Background: an optimization exercise with open tools, aiming at small area, a short achievable clock period and few clock cycles per item. Do not read the settings as production practice. Only simulation tests tie the RTL to the original design; equivalence was not proved.

==> flow/design.v (outline; a module is shown in full before it is edited, if it fits) <==
// module img2col: 639 lines
// module res_add: 26 lines
// module bus_out: 19 lines
module img2col (
    input  logic        clk,
    input  logic        nrst,
    input  logic        wb_cyc_i,
    input  logic        wb_stb_i,
    input  logic        wb_we_i,
    input  logic [6:0]  wb_adr_i,
    input  logic [31:0] wb_dat_i,
    output logic        wb_ack_o,
    output logic [31:0] wb_dat_o
);
  // ...
==> flow/run.sh <==
#!/bin/bash
# synth_recipe.tcl (not shown) runs the flow's synth.tcl, then flattens the netlist and writes it again
# the make line also repeats each setting of config.mk as NAME=value (left out here)
make -C /OpenROAD-flow-scripts/flow DESIGN_CONFIG=/design/flow/config.mk WORK_HOME=/design/flow/orfs CLKGATE_MAP_FILE= SYNTH_SCRIPT=/design/flow/synth_recipe.tcl finish
==> flow/config.mk <==
export PLATFORM = sky130hd
export DESIGN_NAME = img2col
export DESIGN_NICKNAME = img2col
export VERILOG_FILES = /design/flow/design.v
export SDC_FILE = /design/flow/constraint.sdc
export NUM_CORES = 4
export LEC_CHECK = 0
export ABC_CLOCK_PERIOD_IN_PS = 4500
export CAP_MARGIN = 10
export CORE_MARGIN = 2
export CORE_UTILIZATION = 60
export CTS_CLUSTER_DIAMETER = 120
export CTS_CLUSTER_SIZE = 24
export SETUP_SLACK_MARGIN = 5.0
export SLEW_MARGIN = 10
export SYNTH_HIERARCHICAL = 1
export TNS_END_PERCENT = 20
==> flow/constraint.sdc <==
create_clock -name core_clock -period 10.0 [get_ports {clk}]
set_input_delay 2.0000 -clock core_clock [delete_from_list [all_inputs] [get_ports {clk}]]
set_output_delay 2.0000 -clock core_clock [all_outputs]
set_load 0.01 [all_outputs]
==> flow_summary.toml, run 1 <==
[status]
status = "finished clean"

[finish]
dominant_cells = "registers"
seq_share_pct = 53.7
nNonClkBuffers = 95
nClkBuffers = 64
n_antenna_cell = 2
instances_no_fill = 3530

[yosys]
ys_seq_area_share_pct = 57.1
syn-num-nets = 3035
synth_edf_count = 605
yosysTopAreaCellShare_pct = 48.8
synth-compound-area-share_pct = 9.98
synth-main-ff-cell = "edfxtp_1"
yosysMostFrequentCell = "edfxtp_1"

[job]
maxCapViolations = 0

[clock_network]
insertion_delay_ns = 0.63
cts_buffers = 38

[global_route]
grtUsageMet3_pct = 4.68

[drt]
vias = 22933
dr.max_layer_used = "met4"

[timing]
post-route-period-util_pct = 50.6
setup_violations = 0

[placement]
place_ws_ns = 3.42
hpwl_microns = 67900

[worst_setup_path]
path_cells = "clkdlybuf4s50_1 > o211ai_1 > o31ai_2 > buf_2"

[worst_hold_path]
hold_path_depth = 0
Testbench counts, summed over its fixed seeds: cycles 8,614, windows 1,008.
==> run 2, diff against run 1 <==
--- a/flow/config.mk
+++ b/flow/config.mk
@@ -16,2 +16 @@
 export SYNTH_HIERARCHICAL = 1
-export TNS_END_PERCENT = 20
==> run 2 against run 1 <==
Still clean on timing, DRC and antenna. Setup slack improved by 0.099 ns. Synthesized cell count did not move. First-iteration DRC count shrank 0.37%. Global-route usage is the same. Non-clock buffer count up 5. Via count down 0.15%. Cell count is essentially flat. Die area stayed put. Maximum frequency up 2.0%.
==> flow_summary.toml, run 2 <==
[finish]
n_antenna_cell = 0
layout_common_cells = "edfxtp_1, nand2_1, inv_1, mux2_2, fa_1"
reg_top3 = "pix (200), wgt (200), reuse (160)"
design_area_sq_mm = 0.0397
drive_above_1_share_pct = 16.6
syn_to_final_growth_pct = 6.54
layout.nets = 2977
fillerInstances = 4567
final_common_cell = "edfxtp_1"

[global_route]
grt_pass1_wl_microns = 148000
grt_max_degree = 162
groute.usage.overall_pct = 31.6
grt_pass1_vias = 22732
grt_overflow = 0
antenna_found_initial = 3

[yosys]
synthArstFlopShare_pct = 2.52
yosysMostFrequentCell = "edfxtp_1"
yosysTopAreaCellShare_pct = 48.8
syn_avg_cell_area_sq_um = 13.4
synth.distinct_cells = 98
synth_edf_count = 605
synth_top_cell_by_area = "edfxtp_1"
ys_seq_area_share_pct = 57.1
synth_common_cells = "edfxtp_1, nand2_1, inv_1, mux2_2, fa_1"
netlist_area_sq_mm = 0.0372
syn-num-nets = 3035
synth-main-ff-cell = "edfxtp_1"
synth_cells = 2771
yosys_warnings = 23
synth_seq_cells = 754
ys_top_cells_by_area = "edfxtp_1, fa_1, dfxtp_1, mux2_2, a22oi_1"

[floorplanning]
fp.dieH_microns = 253
initial_utilization_pct = 60.6
design.core.area_sq_mm = 0.0615
rows = 91
ios = 77
die_area_sq_mm = 0.0641
die_w_microns = 253

[drt]
drt_wl_total_microns = 100000
vias_per_cell = 6.48
drt_iter0_drc = 3209
vias = 22899
ant_nets = 0
drc_errors = 0
wire_per_inst_microns = 28.4
drtPass1Iterations = 6

[placement]
portBuffers = 52
post_dp_cell_area_sq_mm = 0.0382
hpwl_microns = 67900
gp_congestion = 0.946

[timing]
setup_violations = 0
post-route-period-util_pct = 49.6
fin_skew_ns = 0.0633
slew_headroom_pct = 16.3
fin_tns_setup_ns = 0
fin_crit_ns = 4.96
finalHoldViolCount = 0
drv_slew = 0
fmax_ghz = 0.202
max_slew.worst_pin.slew_ns = 1.25
grt_setup_unrepaired = "true"

[clock_network]
path_clk_slew_ns = 0.10
cts_hold_buffers = 0
root_buffer = "clkbuf_16"
cts_buffers = 38
clockBufferDepth = 3
cts_tree = "yes"
cts.sink_count = 754
insertion_delay_ns = 0.63
ctsHtreeMaxLevel = 2

[worst_setup_path]
slowest_stage = "or3b_4"
critPathArrivalTime_ns = 2.96
startpoint = "wb_adr_i[4]"
crit_buf_inv = 2
startpoint_type = "primary input"
worstSetupEndpointType = "output pin"
slowest_delay_ns = 0.39
r2r-start = "a1[2]"
required_ns = 8.00
path_cells = "buf_4 > or3b_4 > o31ai_2 > buf_2"
worstSetupPathType = "primary input to output pin"
r2r_slack_ns = 5.36
crit_family = "simple AND/OR/NAND/NOR gates"
critPathMaxFanout = 18

[job]
maxCapViolations = 0

[worst_hold_path]
min-delay-start = "pix[22][5]"
min_path_type = "flop to flop"

[status]
status = "finished clean"
run 2: per-stage QoR:
step / std cells / hold slack (ns) / setup slack (ns) / util [%]
after floorplan: 2771 / 0.420 / 4.57 / -
after global placement: 3446 / 0.427 / 3.45 / 62.1
after detailed placement: 3446 / 0.431 / 3.42 / 62.1
after CTS: 3524 / 0.439 / 4.93 / 64.3
after global routing: 3533 / 0.448 / 4.97 / 64.5
final: 3533 / 0.433 / 5.04 / 64.5
run 2: path summary, 6_finish.rpt:
path,end,depth (start not counted)
setup / recovery,wb_ack_o,4
min in group asynchronous,p_q[2],1
setup reg to reg,r_c[10],13
max in group asynchronous,lsel_q[3],1
hold / removal,reuse[17][5],0
hold reg to reg,reuse[17][5],0
run 2: cell families (layout without fill, tap and decap cells):
family	count (synthesis)	after routing	share of synthesized area, %
buffers and inverters	437	406	4.77
muxes	201	201	6.56
and+or+nand+nor	492	494	6.12
AOI/OAI and AO/OA	470	471	9.98
DFF	754	754	57.1
other	1	1	0.0101
adders and majority gates	220	220	10.9
xor gates and xnor gates	196	196	4.61
run 2: per-module statistics from Yosys (local to each module, per instance):
module	cells	flip-flops and latches	copies in the design
img2col	2573	754	1
bus_out	47	0	1
res_add	151	0	1
run 2: cell type report:
class,count,area (sq um),area share [%]
timing repair buffer,100,771,1.94
tap,790,988,2.49
sequential,754,21300,53.6
multi-input combinational,1583,14600,36.8
clock inverter,6,111,0.281
clock buffer,64,1050,2.64
inverter,236,890,2.24
run 2: per-layer routing:
metal	vias to the layer above	wire length [microns]	track usage (%)
li1	9921	-	-
met1	11632	42300	46.7
met2	1172	45900	49.1
met3	172	8930	4.68
met4	2	3370	9.64
met5	-	18	0
run 2: worst reg2reg max path: stages, from the launching register on:
cell and delay (ns):
dfxtp_1 0.73, a22oi_1 0.21, xor2_1 0.23, fa_1 0.48, fa_1 0.54, inv_1 0.08
fa_1 0.51, inv_1 0.05, fa_1 0.44, fa_1 0.51, inv_1 0.05, fa_1 0.52
nand2_1 0.05, a21oi_1 0.14
run 2: timing repair:
action / in CTS / in global routing
pin swaps: 5 / 15
endpoints found under the setup margin: 135 / 59
setup buffers: 3 / 8
gates resized for setup: 191 / 52
cloned: 5 / 1
==> run 3, diff against run 2 <==
--- a/flow/config.mk
+++ b/flow/config.mk
@@ -10,3 +10,3 @@
 export CORE_MARGIN = 2
-export CORE_UTILIZATION = 60
+export CORE_UTILIZATION = 65
 export CTS_CLUSTER_DIAMETER = 120
==> run 3 against run 2 <==
Still clean on timing, DRC and antenna. Hold slack got worse by 0.0052 ns. First-iteration DRC count up 7.8%. Setup slack lost 0.11 ns. Largest cell class unchanged.
==> flow_summary.toml, run 3 <==
[global_route]
grt_max_degree = 162
grt_pass1_vias = 23227
antenna_found_initial = 1
grt_pass1_wl_microns = 145000
groute.usage.overall_pct = 32.9
grt_overflow = 0

[placement]
dpl.cell_count = 3413
gp_congestion = 0.964
portBuffers = 52
hpwl_microns = 65500

[clock_network]
root_buffer = "clkbuf_16"
cts.sink_count = 754
ctsHtreeMaxLevel = 2
cts_buffers = 37
clockBufferDepth = 3
insertion_delay_ns = 0.60
cts_tree = "yes"
path_clk_slew_ns = 0.09
cts_hold_buffers = 0

[timing]
drv_slew = 0
fin_crit_ns = 5.07
slew_headroom_pct = 12.7
max_slew.worst_pin.slew_ns = 1.30
finalHoldViolCount = 0
hold_slack_ns = 0.428
fin_skew_ns = 0.0202
fin_tns_setup_ns = 0
setup_violations = 0
grt_setup_unrepaired = "true"
post-route-period-util_pct = 50.7
fmax_ghz = 0.197

[floorplanning]
rows = 87
ios = 77
die_area_sq_mm = 0.0592
initial_utilization_pct = 65.9
die_w_microns = 243
fp.dieH_microns = 243
design.core.area_sq_mm = 0.0565

[yosys]
synth_top_family_by_area = "adder cells"
yosys_warnings = 23
netlist_area_sq_mm = 0.0372
synthArstFlopShare_pct = 2.52
synth-simple-area-share_pct = 6.12
synthAdderAreaFrac_pct = 10.9
synth_edf_count = 605
synth_seq_cells = 754
yosysTopAreaCellShare_pct = 48.8
ys_seq_area_share_pct = 57.1
synth_common_cells = "edfxtp_1, nand2_1, inv_1, mux2_2, fa_1"
synth-compound-area-share_pct = 9.98
syn_avg_cell_area_sq_um = 13.4
synth.distinct_cells = 98
synth-main-ff-cell = "edfxtp_1"
syn-num-nets = 3035
yosysMostFrequentCell = "edfxtp_1"
synth_cells = 2771
synthXorXnorAreaFrac_pct = 4.61
synth_top_cell_by_area = "edfxtp_1"
synth.area.mux_share_pct = 6.56
ys_top_cells_by_area = "edfxtp_1, fa_1, dfxtp_1, mux2_2, a22oi_1"

[worst_hold_path]
hold_path_depth = 0
min-delay-start = "pix[21][2]"
hold_end = "reuse[16][2]"
min_path_type = "flop to flop"

[worst_setup_path]
rr_endpoint = "r_c[8]"
startpoint_type = "primary input"
worstSetupEndpointType = "output pin"
r2r-start = "a2[3]"
worstSetupPathType = "primary input to output pin"
critPathMaxFanout = 7
required_ns = 8.00
critPathArrivalTime_ns = 3.07
r2r_slack_ns = 5.36
reg2regPathDepth = 13

[finish]
syn_to_final_growth_pct = 6.31
reg_top3 = "pix (200), wgt (200), reuse (160)"
instances_no_fill = 3498
final_common_cell = "edfxtp_1"
n_antenna_cell = 0
layout_common_cells = "edfxtp_1, nand2_1, inv_1, mux2_2, fa_1"
drive_above_1_share_pct = 15.9
layout.nets = 2977
finish.utilization_pct = 70.1

[job]
maxCapViolations = 0

[drt]
vias = 23215
vias_per_cell = 6.64
drt_iter0_drc = 3459
drc_errors = 0
ant_nets = 0
wire_per_inst_microns = 27.8
drtPass1Iterations = 9
drt_wl_total_microns = 97200

[status]
status = "finished clean"
## run 3: cell types whose count changed in the layout (fill, tap and decap cells not counted), sizes merged
cell / delta
clkdlybuf4s15: +5
clkbuf: -1
buf: -9
inv: -3
dlygate4sd2: +6
dlymetal6s2s: +1
## run 3: modules after synthesis, one instance, submodules excluded
module | cells inside | area (sq um) | copies in the design | flops+latches
bus_out | 47 | 352 | 1 | 0
res_add | 151 | 1150 | 1 | 0
img2col | 2573 | 35700 | 1 | 754
## run 3: layout make-up
type                       count  area, sq um
clock buffer                  65         1060
clock inverter                 3         55.1
fill                        3928        16900
inverter                     236          890
multi-input combinational   1583        14500
sequential                   754        21300
tap                          756          946
timing repair buffer         101          846
## run 3: worst max path at each step
| stage | startpoint | end | slack (ns) |
|---|---|---|---|
| 5_1_grt | wb_adr_i[6] | wb_ack_o | 4.87 |
| 3_5_place_dp | wb_adr_i[4] | lsel_q[5] | 3.42 |
| 6_report | wb_adr_i[6] | wb_ack_o | 4.93 |
| 3_3_place_gp | wb_adr_i[4] | lsel_q[5] | 3.45 |
| 4_1_cts | wb_adr_i[0] | wb_dat_o[7] | 4.96 |
| 2_1_floorplan | wb_adr_i[1] | reuse[0][0] | 4.57 |
## run 3: per-stage QoR
step                cell area (sq um)  worst slack [ns]
global route                    39600              4.87
global placement                38100              3.45
CTS                             39400              4.96
detailed placement              38100              3.42
floorplan                       37300              4.57
finish                          39600              4.93
## run 3: logic make-up after synthesis
group,Yosys count
compound gates,470
xor+xnor,196
fa+ha+maj,220
buf+inv,437
flops,754
mux,201
other cells,1
simple gates,492
## run 3: worst max-delay path: stages
cell and delay [ns]:
clkdlybuf4s15_2 0.26, or3b_1 0.41, o31ai_2 0.22, buf_2 0.18
## run 3: what timing repair did
item                       CTS  global route
cloned                       4             1
setup endpoints to repair  117            39
pin swaps                    7             7
setup buffers               11             1
resized for setup          163            40
## run 3: per-layer routing
layer  GRT usage, %  up-vias  share of wire, %
met1           48.1    11735                41
met4           11.8        0               3.8
met5              0        -                 0
li1               -     9905                 -
met3           4.01      209               9.0
met2           51.8     1366                46

==> port drivers added, routing unchanged <==
The flow's constraints put no driver on any port. The routed layouts listed below were extracted and timed again, unchanged, in two steps. Step 1 assumes that a clkbuf_16 drives the clock port and a buf_2 every other input. Step 2 moves the port delays by t, midway between the first and last clock arrival at a register: inputs arrive t later, outputs are due t later. That takes back most of the time a late clock gives input paths. Slacks: ideal / step 1 / step 2; pairs: ideal / step 1.
run | shift t [ns] | setup slack, ns | worst data-port slew with drivers (ns)
run 1 | 0.672 | 4.942 / 4.895 / 4.515 | 0.06
run 2 | 0.673 | 5.041 / 4.998 / 4.527 | 0.06
run 3 | 0.655 | 4.928 / 4.896 / 4.510 | 0.06
After both steps every run listed still meets setup and hold. The setup slack of run 2, which loses most, moves by -0.043 ns with the drivers and by -0.514 ns with both steps.
